What follows belongs to an exercise in optimizing a design on an open flow for small area, a short achievable clock period and few clock cycles; a production flow would make more cautious choices.
Only simulation tests tie the RTL to the original design; equivalence was not proved.
Power is estimated from default activity; no workload was simulated.

## beamformer_top
module beamformer_top (
    input  logic                                                 clk,
    input  logic                                                 reset,
    input  logic                                                 req,
    input  logic [beam_pkg::POS_WIDTH-1:0]                       x_f,
    input  logic [beam_pkg::POS_WIDTH-1:0]                       z_f,
    input  logic [beam_pkg::NUM_CHANNELS*beam_pkg::DATA_WIDTH-1:0] rf_data,
    input  logic                                                 sample_valid,
    output logic                                                 ack,
    output logic                                                 sample_ready,
    output beam_pkg::sum_t                                       beam_out,
    output logic                                                 beam_valid
);
==> flow/config.mk <==
export PLATFORM = sky130hd
export DESIGN_NAME = beamformer_top
export DESIGN_NICKNAME = beamformer_top
export VERILOG_FILES = /design/flow/design.v
export SDC_FILE = /design/flow/constraint.sdc
export NUM_CORES = 4
export LEC_CHECK = 0
export CAP_MARGIN = 20
export CORE_MARGIN = 2
export CORE_UTILIZATION = 65
export SLEW_MARGIN = 20
==> flow/constraint.sdc <==
create_clock -name core_clock -period 11.0 [get_ports {clk}]
set_input_delay 2.2000 -clock core_clock [delete_from_list [all_inputs] [get_ports {clk}]]
set_output_delay 2.2000 -clock core_clock [all_outputs]
set_load 0.01 [all_outputs]
standard.sh (not shown) runs the stock make flow with config.mk's settings and CLKGATE_MAP_FILE= SYNTH_SCRIPT=/design/flow/synth_recipe.tcl, a recipe that flattens the netlist after the stock synthesis.
==> flow/flow/run.sh <==
#!/bin/bash
# Layout: the standard ORFS flow (standard.sh, all steps) with these
# changes to how the layout is made; the design, the clock and the
# constraints are the standard ones:
#  - synthesis: synth_recipe.tcl with flow/abc_split.tcl in front of it, which
#    maps the tap read multiplexers with ABC's default script (see there);
#  - BUFFER_PORTS_ARGS: the ports are buffered with buf_4 rather than the
#    default port buffer, a slow delay cell;
#  - CTS_ARGS: clock tree synthesis without dummy loads, with sink clusters of
#    at most 25 flip-flops within 80 um (the standard clustering options);
set -euo pipefail
export BUFFER_PORTS_ARGS="-buffer_cell sky130_fd_sc_hd__buf_4"
export CTS_ARGS="-sink_clustering_enable -repair_clock_nets -dont_use_dummy_load -sink_clustering_size 25 -sink_clustering_max_diameter 80"
export SETUP_SLACK_MARGIN=7.3
cat flow/abc_split.tcl synth_recipe.tcl > split_synth.tcl
sed "s#SYNTH_SCRIPT=[^ ]*#SYNTH_SCRIPT=$PWD/split_synth.tcl#" standard.sh > split_standard.sh
grep -q "SYNTH_SCRIPT=$PWD/split_synth.tcl" split_standard.sh
bash split_standard.sh "$@" > flow_standard.log 2>&1
==> flow/flow/abc_split.tcl <==
# Prepended to the standard flow's synthesis script (synth_recipe.tcl) by run.sh.
# ORFS's synthesis maps all logic with one ABC call using its speed script.
# Here that call is split in two: first the tap read multiplexers (the logic
# that feeds the tap registers, back to the registers it reads) with ABC's
# default script, which maps this wide and-or logic to fewer cells; then
# everything else, unchanged, with the standard call. Registers are mapped
# before ABC runs, so they are the same as in the standard synthesis.
proc abc {args} {
  set i [lsearch -exact $args -script]
  set dargs $args
  if {$i >= 0} { set dargs [lreplace $args $i [expr {$i + 1}]] }
  yosys select -set taps c:*delay_line_i.tap*
  yosys select -set tapd @taps %ci1:+sky130_fd_sc_hd__dfxtp_1\[D\] @taps %d
  yosys select -set readmux @tapd %ci*:-sky130_fd_sc_hd__dfxtp_1:-sky130_fd_sc_hd__edfxtp_1 t:sky130_fd_sc_hd__dfxtp_1 %d t:sky130_fd_sc_hd__edfxtp_1 %d
  yosys abc {*}$dargs @readmux
  yosys abc {*}$args
}
Testbench counts at the start, summed over its fixed seeds: cycles 4,632.
Rerun with:
- CORE_UTILIZATION: 65 -> 70
=> The new run completed with no timing, DRC or antenna violations; die area drops by about 7%; via count climbs by 0.58%; power is about the same; design area drops by 0.31%.

========
## lane 1
Another version of the RTL of beamformer_top (not shown whole).
For scale: ~21000 cells after synthesis, ~8700 flip-flops, roughly 0.27 sq mm of cells after synthesis.
Settings: LEC_CHECK=0, CAP_MARGIN=20, CORE_MARGIN=2, CORE_UTILIZATION=40, SLEW_MARGIN=20; clock period 11.0 ns.
==> flow/flow/run.sh <==
#!/bin/bash
# Layout: the standard ORFS flow (standard.sh, all steps), run with these
# ORFS settings, which change how the layout is made but not the design, the
# clock or the constraints:
#  - BUFFER_PORTS_ARGS: the ports are buffered with buf_4 rather than the
#    default port buffer, a slow delay cell;
#  - CTS_ARGS: clock tree synthesis without dummy loads, with sink clusters of
#    at most 25 flip-flops within 60 um (the standard clustering options);
set -euo pipefail
export BUFFER_PORTS_ARGS="-buffer_cell sky130_fd_sc_hd__buf_4"
export CTS_ARGS="-sink_clustering_enable -repair_clock_nets -dont_use_dummy_load -sink_clustering_size 25 -sink_clustering_max_diameter 60"
export SETUP_SLACK_MARGIN=7.2
bash standard.sh > flow_standard.log 2>&1
Lane 1 finished end to end and its layout was clean on timing, DRC and antenna.
Testbench counts of lane 1, summed over its fixed seeds: cycles 4,632.
## Diff of input files: lane 2 against lane 1
==> flow/flow/run.sh <==
#!/bin/bash
# Layout: the standard ORFS flow (standard.sh, all steps) with these
# changes to how the layout is made; the design, the clock and the
# constraints are the standard ones:
#  - synthesis: synth_recipe.tcl with flow/abc_split.tcl in front of it, which
#    maps the tap read multiplexers with ABC's default script (see there);
#  - BUFFER_PORTS_ARGS: the ports are buffered with buf_4 rather than the
#    default port buffer, a slow delay cell;
#  - CTS_ARGS: clock tree synthesis without dummy loads, with sink clusters of
#    at most 25 flip-flops within 60 um (the standard clustering options);
set -euo pipefail
export BUFFER_PORTS_ARGS="-buffer_cell sky130_fd_sc_hd__buf_4"
export CTS_ARGS="-sink_clustering_enable -repair_clock_nets -dont_use_dummy_load -sink_clustering_size 25 -sink_clustering_max_diameter 60"
export SETUP_SLACK_MARGIN=7.2
cat flow/abc_split.tcl synth_recipe.tcl > split_synth.tcl
sed "s#SYNTH_SCRIPT=[^ ]*#SYNTH_SCRIPT=$PWD/split_synth.tcl#" standard.sh > split_standard.sh
grep -q "SYNTH_SCRIPT=$PWD/split_synth.tcl" split_standard.sh
bash split_standard.sh "$@" > flow_standard.log 2>&1
==> flow/flow/abc_split.tcl (new file) <==
# Prepended to the standard flow's synthesis script (synth_recipe.tcl) by run.sh.
# ORFS's synthesis maps all logic with one ABC call using its speed script.
# Here that call is split in two: first the tap read multiplexers (the logic
# that feeds the tap registers, back to the registers it reads) with ABC's
# default script, which maps this wide and-or logic to fewer cells; then
# everything else, unchanged, with the standard call. Registers are mapped
# before ABC runs, so they are the same as in the standard synthesis.
proc abc {args} {
  set i [lsearch -exact $args -script]
  set dargs $args
  if {$i >= 0} { set dargs [lreplace $args $i [expr {$i + 1}]] }
  yosys select -set taps c:*delay_line_i.tap*
  yosys select -set tapd @taps %ci1:+sky130_fd_sc_hd__dfxtp_1\[D\] @taps %d
  yosys select -set readmux @tapd %ci*:-sky130_fd_sc_hd__dfxtp_1:-sky130_fd_sc_hd__edfxtp_1 t:sky130_fd_sc_hd__dfxtp_1 %d t:sky130_fd_sc_hd__edfxtp_1 %d
  yosys abc {*}$dargs @readmux
  yosys abc {*}$args
}
diff --git a/flow/config.mk b/flow/config.mk
--- a/flow/config.mk
+++ b/flow/config.mk
@@ -8,4 +8,4 @@
 export CAP_MARGIN = 20
 export CORE_MARGIN = 2
-export CORE_UTILIZATION = 40
+export CORE_UTILIZATION = 65
 export SLEW_MARGIN = 20
--- outcome ---
- Re setup slack: lane 2 and lane 1 aren't equal, and the higher value belongs to lane 2.
- Lane 2 against lane 1: number of buffers inserted by post-CTS setup repair dropped 65, sequential share of the synthesized area climbed 1.8 points.
- Compared with lane 1, lane 2 shows a via count that is 3.8% lower.
- Going from lane 1 to lane 2, synthesized cell count shrinks by 5.6%.
- Looking at count of non-CTS inverters in the layout across lane 2 and lane 1, the one that comes out higher is lane 1.
- Comparing lane 2 and lane 1, the higher vias per cell was measured on lane 2.
- Arrival time at the worst endpoint was higher in the run labelled lane 1.
- Length of the first detailed-routing pass in iterations in lane 2 vs lane 1: up 6
- From lane 1 to lane 2 the numbers moved as follows: global-route usage picked up an extra 10 points, area of all placed cells without fillers saw a decrease.

[what the ideal ports hide]
The flow's constraints put no driver on any port. The routed layouts listed below were extracted and timed again, unchanged, in two steps. Step 1, drivers: a clkbuf_16 drives clk and a buf_2 each remaining input, both assumed. Step 2 times the ports against the registers' clock, not the clock port: input delays grow and output delays shrink by t, the midpoint of the rising clock arrivals with the driver on. Three values: no drivers, after step 1, after step 2; two values: the first two.
run	shift t [ns]	setup slack, ns	worst setup path after step 2	clock arrival spread, ns
the first run of note 1	1.098	7.243 / 7.120 / 6.239	input to register	0.126 / 0.126
the second run of note 1	1.079	7.205 / 7.184 / 6.190	input to register	0.131 / 0.131
lane 1	1.166	6.965 / 6.857 / 5.691	input to register	0.187 / 0.186
lane 2	1.115	7.185 / 7.102 / 6.163	input to register	0.124 / 0.124
After both steps setup and hold are still met in every run listed. For lane 1, which loses most, drivers alone change the setup slack by -0.108 ns; drivers and shift together by -1.274 ns.
